Background: an optimization exercise with open tools, aiming at small area, a short achievable clock period and few clock cycles per item. Do not read the settings as production practice.
In this exercise RTL edits were held to simulation tests only and were not proved equivalent to the original.

<file path="run.sh">
#!/bin/bash
# synth_recipe.tcl (not shown) runs the flow's synth.tcl, then flattens the netlist and writes it again
# the make line also repeats each setting of config.mk as NAME=value (left out here)
make -C /OpenROAD-flow-scripts/flow DESIGN_CONFIG=/design/flow/config.mk WORK_HOME=/design/flow/orfs CLKGATE_MAP_FILE= SYNTH_SCRIPT=/design/flow/synth_recipe.tcl finish
</file>
<file path="config.mk">
export PLATFORM = sky130hd
export DESIGN_NAME = running_mean_stddev
export DESIGN_NICKNAME = running_mean_stddev
export VERILOG_FILES = /design/flow/design.v
export SDC_FILE = /design/flow/constraint.sdc
export NUM_CORES = 4
export LEC_CHECK = 0
export CAP_MARGIN = 20
export CORE_MARGIN = 2
export CORE_UTILIZATION = 40
export SLEW_MARGIN = 20
</file>
<file path="constraint.sdc">
create_clock -name core_clock -period 11.0 [get_ports {aclk}]
set_input_delay 2.2000 -clock core_clock [delete_from_list [all_inputs] [get_ports {aclk}]]
set_output_delay 2.2000 -clock core_clock [all_outputs]
set_load 0.01 [all_outputs]
</file>
<file path="design.v">
package rms_pkg;
    localparam int SAMPLE_BITS = 16;
    localparam int CNT_W  = 17;
    localparam int SUM_W  = 32;
    localparam int SQ_W   = 47;
    localparam int NUM_W  = 128;
    localparam int Q_W    = 64;
    localparam logic [1:0] ADDR_MODE = 2'd0;
    localparam logic [1:0] STATUS_OK       = 2'd0;
    localparam logic [1:0] STATUS_FEW      = 2'd1;
    localparam logic [1:0] STATUS_OVERFLOW = 2'd2;
    typedef struct packed {
        logic start;
        logic ld_mul;
        logic ld_num;
        logic div_step;
        logic sqrt_step;
        logic mean_step;
        logic finish;
    } rms_cmd_t;
    typedef struct packed {
        logic last_step;
    } rms_stat_t;
endpackage
module running_mean_stddev #(
    parameter int MAX_COUNT   = 65536,
    parameter int FRAC_BITS   = 16
) (
    input  logic        aclk,
    input  logic        aresetn,
    input  logic        s_axis_tvalid,
    output logic        s_axis_tready,
    input  logic [15:0] s_axis_tdata,    
    input  logic        s_axis_tlast,
    output logic        m_axis_tvalid,
    input  logic        m_axis_tready,
    output logic [87:0] m_axis_tdata,    
    input  logic        psel,
    input  logic        penable,
    input  logic        pwrite,
    input  logic [1:0]  paddr,
    input  logic [31:0] pwdata,
    output logic [31:0] prdata,
    output logic        pready
);
    logic [rms_pkg::CNT_W-1:0]       cnt_reg;
    logic signed [rms_pkg::SUM_W-1:0] sum_reg;
    logic [rms_pkg::SQ_W-1:0]        sq_reg;
    logic                   ovf_reg;
    logic                   mode_reg;
    logic                   busy, done, go;
    logic                   out_valid_reg;
    rms_pkg::rms_cmd_t               cmd;
    rms_pkg::rms_stat_t              stat;
    logic signed [rms_pkg::SAMPLE_BITS-1:0] x;
    logic signed [rms_pkg::SUM_W-1:0] xe;
    logic [rms_pkg::SQ_W-1:0]        xsq;
    logic                   accept;
    logic [31:0]            mean_value, std_dev;
    logic [rms_pkg::CNT_W-1:0]       sample_total;
    logic [1:0]             status;
    assign pready = 1'b1;
    assign prdata = {31'd0, mode_reg};
    assign x   = s_axis_tdata[rms_pkg::SAMPLE_BITS-1:0];
    assign xe  = rms_pkg::SUM_W'(x);
    assign xsq = rms_pkg::SQ_W'(xe * xe);
    assign s_axis_tready = !(s_axis_tlast && (busy || out_valid_reg));
    assign accept = s_axis_tvalid && s_axis_tready;
    assign go = accept && s_axis_tlast;
    logic               take;
    logic [rms_pkg::CNT_W-1:0]   cnt_n;
    logic signed [rms_pkg::SUM_W-1:0] sum_n;
    logic [rms_pkg::SQ_W-1:0]    sq_n;
    logic               ovf_n;
    assign take  = cnt_reg < rms_pkg::CNT_W'(MAX_COUNT);
    assign cnt_n = take ? cnt_reg + 1'b1 : cnt_reg;
    assign sum_n = take ? sum_reg + xe : sum_reg;
    assign sq_n  = take ? sq_reg + xsq : sq_reg;
    assign ovf_n = ovf_reg | !take;
    always_ff @(posedge aclk) begin
        if (!aresetn) begin
            cnt_reg <= '0;
            sum_reg <= '0;
            sq_reg  <= '0;
            ovf_reg <= 1'b0;
            mode_reg <= 1'b0;
            out_valid_reg <= 1'b0;
        end else begin
            if (psel && penable && pwrite && paddr == rms_pkg::ADDR_MODE) mode_reg <= pwdata[0];
            if (accept) begin
                if (s_axis_tlast) begin
                    cnt_reg <= '0;
                    sum_reg <= '0;
                    sq_reg  <= '0;
                    ovf_reg <= 1'b0;
                end else begin
                    cnt_reg <= cnt_n;
                    sum_reg <= sum_n;
                    sq_reg  <= sq_n;
                    ovf_reg <= ovf_n;
                end
            end
            if (done) out_valid_reg <= 1'b1;
            else if (m_axis_tready) out_valid_reg <= 1'b0;
        end
    end
    rms_ctrl u_ctrl (
        .aclk(aclk), .aresetn(aresetn), .go(go), .busy(busy), .done(done),
        .stat(stat), .cmd(cmd)
    );
    rms_datapath u_dp (
        .aclk(aclk), .cmd(cmd), .stat(stat),
        .snap_count(cnt_n), .snap_sum(sum_n), .snap_sq(sq_n), .snap_ovf(ovf_n),
        .mode(mode_reg), .frac_bits(6'(FRAC_BITS)),
        .mean_value(mean_value), .std_dev(std_dev),
        .sample_total(sample_total), .status(status)
    );
    assign m_axis_tvalid = out_valid_reg;
    assign m_axis_tdata  = {5'd0, status, sample_total, std_dev, mean_value};
endmodule
module rms_ctrl (
    input  logic                aclk,
    input  logic                aresetn,
    input  logic                go,
    output logic                busy,
    output logic                done,
    input  rms_pkg::rms_stat_t  stat,
    output rms_pkg::rms_cmd_t   cmd
);
    localparam logic [2:0] S_IDLE = 3'd0;
    localparam logic [2:0] S_MUL  = 3'd1;
    localparam logic [2:0] S_NUM  = 3'd2;
    localparam logic [2:0] S_DIV  = 3'd3;
    localparam logic [2:0] S_SQRT = 3'd4;
    localparam logic [2:0] S_FIN  = 3'd5;
    logic [2:0] state_reg, state_next;
    always_comb begin
        state_next = state_reg;
        cmd = '0;
        done = 1'b0;
        unique case (state_reg)
            S_IDLE: begin
                if (go) begin
                    cmd.start = 1'b1;
                    state_next = S_MUL;
                end
            end
            S_MUL: begin
                cmd.ld_mul = 1'b1;
                state_next = S_NUM;
            end
            S_NUM: begin
                cmd.ld_num = 1'b1;
                state_next = S_DIV;
            end
            S_DIV: begin
                cmd.div_step = 1'b1;
                cmd.mean_step = 1'b1;
                if (stat.last_step) state_next = S_SQRT;
            end
            S_SQRT: begin
                cmd.sqrt_step = 1'b1;
                if (stat.last_step) state_next = S_FIN;
            end
            S_FIN: begin
                cmd.finish = 1'b1;
                done = 1'b1;
                state_next = S_IDLE;
            end
            default: state_next = S_IDLE;
        endcase
    end
    assign busy = (state_reg != S_IDLE);
    always_ff @(posedge aclk) begin
        if (!aresetn) begin
            state_reg <= S_IDLE;
        end else begin
            state_reg <= state_next;
        end
    end
endmodule
module rms_datapath (
    input  logic                        aclk,
    input  rms_pkg::rms_cmd_t           cmd,
    output rms_pkg::rms_stat_t          stat,
    input  logic [rms_pkg::CNT_W-1:0]   snap_count,
    input  logic signed [rms_pkg::SUM_W-1:0] snap_sum,
    input  logic [rms_pkg::SQ_W-1:0]    snap_sq,
    input  logic                        snap_ovf,
    input  logic                        mode,
    input  logic [5:0]                  frac_bits,
    output logic [31:0]                 mean_value,
    output logic [31:0]                 std_dev,
    output logic [rms_pkg::CNT_W-1:0]   sample_total,
    output logic [1:0]                  status
);
    logic [rms_pkg::CNT_W-1:0]  n_reg;
    logic              neg_reg, ovf_reg, mode_reg;
    logic [rms_pkg::SUM_W-1:0]  mag_reg;
    logic [63:0]       sq_reg;
    logic [rms_pkg::NUM_W-1:0]  pa_reg, pb_reg;
    logic [rms_pkg::NUM_W-1:0]  num_reg;
    logic [rms_pkg::NUM_W-1:0]  dq_reg;
    logic [64:0]       drem_reg;
    logic [33:0]       den_reg;
    logic [6:0]        step_reg;
    logic [63:0]       root_reg;
    logic [64:0]       srem_reg;
    logic [rms_pkg::NUM_W-1:0]  mq_reg;
    logic [rms_pkg::CNT_W:0]    mrem_reg;
    logic [rms_pkg::NUM_W-1:0]  mnum_reg;
    logic [64:0]       drem_sh;
    logic [66:0]       srem_sh;
    logic [66:0]       strial;
    logic [rms_pkg::CNT_W:0]    mrem_sh;
    logic [63:0]       qsat;
    assign drem_sh = {drem_reg[63:0], num_reg[rms_pkg::NUM_W-1]};
    assign srem_sh = {srem_reg, dq_reg[rms_pkg::NUM_W-1:rms_pkg::NUM_W-2]};
    assign strial  = {1'b0, root_reg, 2'b01};
    assign mrem_sh = {mrem_reg[rms_pkg::CNT_W-1:0], mnum_reg[rms_pkg::NUM_W-1]};
    assign stat.last_step = (step_reg == 7'd0);
    always_ff @(posedge aclk) begin
        if (cmd.start) begin
            n_reg    <= snap_count;
            neg_reg  <= snap_sum[rms_pkg::SUM_W-1];
            mag_reg  <= snap_sum[rms_pkg::SUM_W-1] ? rms_pkg::SUM_W'(-snap_sum) : rms_pkg::SUM_W'(snap_sum);
            sq_reg   <= 64'(snap_sq);
            ovf_reg  <= snap_ovf;
            mode_reg <= mode;
            step_reg <= 7'd127;
        end
        if (cmd.ld_mul) begin
            pa_reg   <= rms_pkg::NUM_W'({47'd0, n_reg} * sq_reg);
            pb_reg   <= rms_pkg::NUM_W'({32'd0, mag_reg} * {32'd0, mag_reg});
            den_reg  <= 34'({17'd0, n_reg} * {17'd0, n_reg - rms_pkg::CNT_W'(mode_reg)});
            mnum_reg <= rms_pkg::NUM_W'({mag_reg, 64'd0}) << frac_bits;
            mrem_reg <= '0;
            mq_reg   <= '0;
        end
        if (cmd.ld_num) begin
            num_reg  <= (pa_reg - pb_reg) << (7'(frac_bits) << 1);
            drem_reg <= '0;
            dq_reg   <= '0;
            step_reg <= 7'd127;
        end
        if (cmd.div_step) begin
            num_reg <= num_reg << 1;
            if (drem_sh >= 65'(den_reg)) begin
                drem_reg <= drem_sh - 65'(den_reg);
                dq_reg   <= {dq_reg[rms_pkg::NUM_W-2:0], 1'b1};
            end else begin
                drem_reg <= drem_sh;
                dq_reg   <= {dq_reg[rms_pkg::NUM_W-2:0], 1'b0};
            end
            step_reg <= (step_reg == 7'd0) ? 7'd63 : step_reg - 7'd1;
            if (step_reg == 7'd0) begin
                root_reg <= '0;
                srem_reg <= '0;
            end
        end
        if (cmd.mean_step) begin
            mnum_reg <= mnum_reg << 1;
            if (n_reg != '0 && mrem_sh >= {1'b0, n_reg}) begin
                mrem_reg <= mrem_sh - {1'b0, n_reg};
                mq_reg   <= {mq_reg[rms_pkg::NUM_W-2:0], 1'b1};
            end else begin
                mrem_reg <= mrem_sh;
                mq_reg   <= {mq_reg[rms_pkg::NUM_W-2:0], 1'b0};
            end
        end
        if (cmd.sqrt_step) begin
            dq_reg <= dq_reg << 2;
            if (srem_sh >= strial) begin
                srem_reg <= 65'(srem_sh - strial);
                root_reg <= {root_reg[62:0], 1'b1};
            end else begin
                srem_reg <= srem_sh[64:0];
                root_reg <= {root_reg[62:0], 1'b0};
            end
            step_reg <= step_reg - 7'd1;
        end
    end
    assign qsat = mq_reg[rms_pkg::NUM_W-1:64];
    always_ff @(posedge aclk) begin
        if (cmd.finish) begin
            if (neg_reg)
                mean_value <= (qsat > 64'h8000_0000) ? 32'h8000_0000 : 32'(-qsat[31:0]);
            else
                mean_value <= (qsat > 64'h7FFF_FFFF) ? 32'h7FFF_FFFF : qsat[31:0];
            if (n_reg < rms_pkg::CNT_W'(2))
                std_dev <= '0;
            else
                std_dev <= (root_reg > 64'hFFFF_FFFF) ? 32'hFFFF_FFFF : root_reg[31:0];
            sample_total <= n_reg;
            status <= ovf_reg ? rms_pkg::STATUS_OVERFLOW :
                      (n_reg < rms_pkg::CNT_W'(2) ? rms_pkg::STATUS_FEW : rms_pkg::STATUS_OK);
        end
    end
endmodule
</file>
==> notes.md <==
==> placed cells by master (no fill, tap or decap), drive strengths merged, types with 251 or more instances in the layout <==
cell / synthesis / routed
nand2: 1543 / 1543
a21o: 290 / 290
a21oi: 539 / 539
xnor2: 324 / 324
nand2b: 251 / 251
inv: 2546 / 2556
edfxtp: 958 / 958
nor2: 597 / 597
ha: 887 / 887
fa: 1943 / 1943
and2: 501 / 501
o21ai: 373 / 373
buf: 80 / 401
==> cells by family after synthesis <==
| logic type | synth area share, % |
|---|---|
| AO/OA/AOI/OAI | 10.07 |
| XOR/XNOR | 3.300 |
| adder cells (fa/ha/maj) | 38.93 |
| buffers and inverters | 9.526 |
| flip-flops | 24.02 |
| multiplexers | 0.2884 |
| other | 0.005847 |
| AND/OR/NAND/NOR | 13.86 |
==> routing by layer <==
layer	track usage [%]	share of wire (%)	up-vias
li1	-	-	42540
met1	28.02	45	45610
met2	33.73	47	2197
met3	2.913	5.7	429
met4	5.269	2.8	6
met5	0	0.014	-
==> worst max-delay path, delay by kind of cell <==
kind / cells / cell delay (ns)
AO/OA/AOI/OAI: 11 / 2.13
AND/OR/NAND/NOR: 8 / 1.21
buffers and inverters: 11 / 1.60
adder cells (fa/ha/maj): 8 / 3.64
multiplexers: 1 / 0.33
==> layout make-up <==
cell class	instances	share of cell area, %
multi-input cells	9080	61.31
clock inverters	82	0.6253
flip-flops and latches	1062	22.09
diodes	3	0.005375
repair buffers	511	3.004
inverters	2553	6.865
well taps	4305	3.856
clock buffers	142	2.239
==> final timing paths <==
| check | from | to | slack (ns) | depth (start not counted) |
|---|---|---|---|---|
| max | s_axis_tdata[5] | sq_reg[46]$_SDFFE_PN0P_ | 0.53 | 39 |
| min | mode_reg$_SDFFE_PN0P_ | u_dp.mode_reg$_DFFE_PP_ | 0.46 | 0 |
| max reg2reg | u_dp.mag_reg[8]$_DFFE_PP_ | u_dp.pb_reg[62]$_DFFE_PP_ | 1.03 | 30 |
| min reg2reg | mode_reg$_SDFFE_PN0P_ | u_dp.mode_reg$_DFFE_PP_ | 0.46 | 0 |
==> metrics by stage <==
stage,utilization (%),instances
2_1_floorplan,-,13360
3_3_place_gp,42.33,17510
3_5_place_dp,42.33,17510
4_1_cts,43.58,17730
5_1_grt,43.60,17740
6_report,43.60,17740
==> flow_summary.toml <==
[detailed_routing]
drt_iter0_markers = 6749
ant_nets = 0
wl_um = 325100
wire_per_inst_um = 18.33
first_pass_iters = 9
vias = 90790
vias_per_cell = 5.118
remaining_drc_errors = 0

[cts]
cts_root_buf = "clkbuf_16"
clk_pin_slew_ns = 0.07
clockBufferDepth = 3
cts_resized = 0
clock_latency_ns = 0.86
numCtsBuffers = 121
htree_num_levels = 3
cts_tree = "yes"
postCtsHoldBufs = 0
cts_setup_buffers = 0
clkSinkCount = 1062

[global_route]
track_usage_pct = 20.39
grt_pass1_wl_um = 528200
antenna_found_initial = 14
first_global_vias = 94680
grt.overflow.total = 0
grt_max_degree = 236

[sta]
hold_viol = 0
slew_viol_final = 0
setup_viol = 0
rsz0062_at_grt = "false"
worst_slack_ns = 0.5325
slew_headroom_pct = 22.53
fin_worst_skew_ns = 0.09865
maxClockFrequency_mhz = 95.53
fin_tns_setup_ns = 0
final.period_utilization_pct = 95.16
hold_ws_ns = 0.4596
worstMarginPinSlew_ns = 1.154
fin_crit_ns = 10.47

[floorplan]
start_util_pct = 40.09
die-area_sq_mm = 0.3256
io_pins = 181
core_region_area_sq_mm = 0.3204
fp-row-count = 208
die_x_um = 570.6
fp.dieH_um = 570.6

[worst_hold_path]
min_path_type = "reg -> reg"

[final_layout]
drive_above_1_share_pct = 5.175
fin_area_sq_mm = 0.1397
final_nets = 16220
fill_cells = 31000
multiInputGateArea_sq_mm = 0.08564
register_area_sq_mm = 0.03086
area_growth_pct = 8.752

[placement]
port_buffers = 112
post-place-ws_ns = -0.4522
place_area_sq_mm = 0.1356
dp_hpwl_um = 245900
gp_congestion = 0.9124

[synthesis]
synth_top_area_share_pct = 30.29
synth_commonest_cells = "inv_1 (2545), fa_1 (1943), nand2_1 (1543)"
syn-mean-instance-area_sq_um = 9.638
synth_cell_type_count = 87
yosys_warnings = 3
synth-edff-count = 958
syn_inst = 13330
synth_area_leaders = "fa_1 (30%), edfxtp_1 (22%), ha_1 (8.6%)"
seq_area_frac_synth_pct = 24.02
synth.cell_area_sq_mm = 0.1284
async_flop_share_pct = 0
synth.most_common_cell = "inv_1"
netlist.top_cell.by_area = "fa_1"
ys_seq_elements = 1062
synthFlopType = "edfxtp_1"

[setup_path]
end_kind = "flip-flop"
slowest_delay_ns = 0.63
crit_arrival_ns = 11.14
slowest_stage = "clkdlybuf4s50_1"
cp.required_ns = 11.67
crit_fanout = 6
worstSetupPathType = "in -> reg"
cp-start-kind = "primary input"

[job]
maxCapViolCount = 0

[run_status]
status = "complete, no violations"
Testbench counts, summed over its fixed seeds: cycles 63,334, items 320.

-- re-timing with driven ports --
The results above use ideal ports. As a check the final layout listed here was re-extracted and re-timed, cells and wires unchanged. Step 1 (the two cells are an assumption about what drives the block):
set clk [get_ports {aclk}]
set_driving_cell -lib_cell sky130_fd_sc_hd__clkbuf_16 $clk
set_driving_cell -lib_cell sky130_fd_sc_hd__buf_2 [delete_from_list [all_inputs] $clk]
Step 2 times the ports against the registers' clock, not the clock port: input delays grow and output delays shrink by t, the midpoint of the rising clock arrivals with the driver on. Three values: ideal ports, drivers, drivers and shift; two values: the first two.
t, ns: 0.923
setup WS [ns]: 0.532 / 0.615 / -0.308
slew at the worst register clock pin (ns): 0.08 / 0.08
Met with ideal ports but missed after step 2: setup timing in this run. The setup slack of this run moves by +0.083 ns with the drivers and by -0.840 ns with both steps.
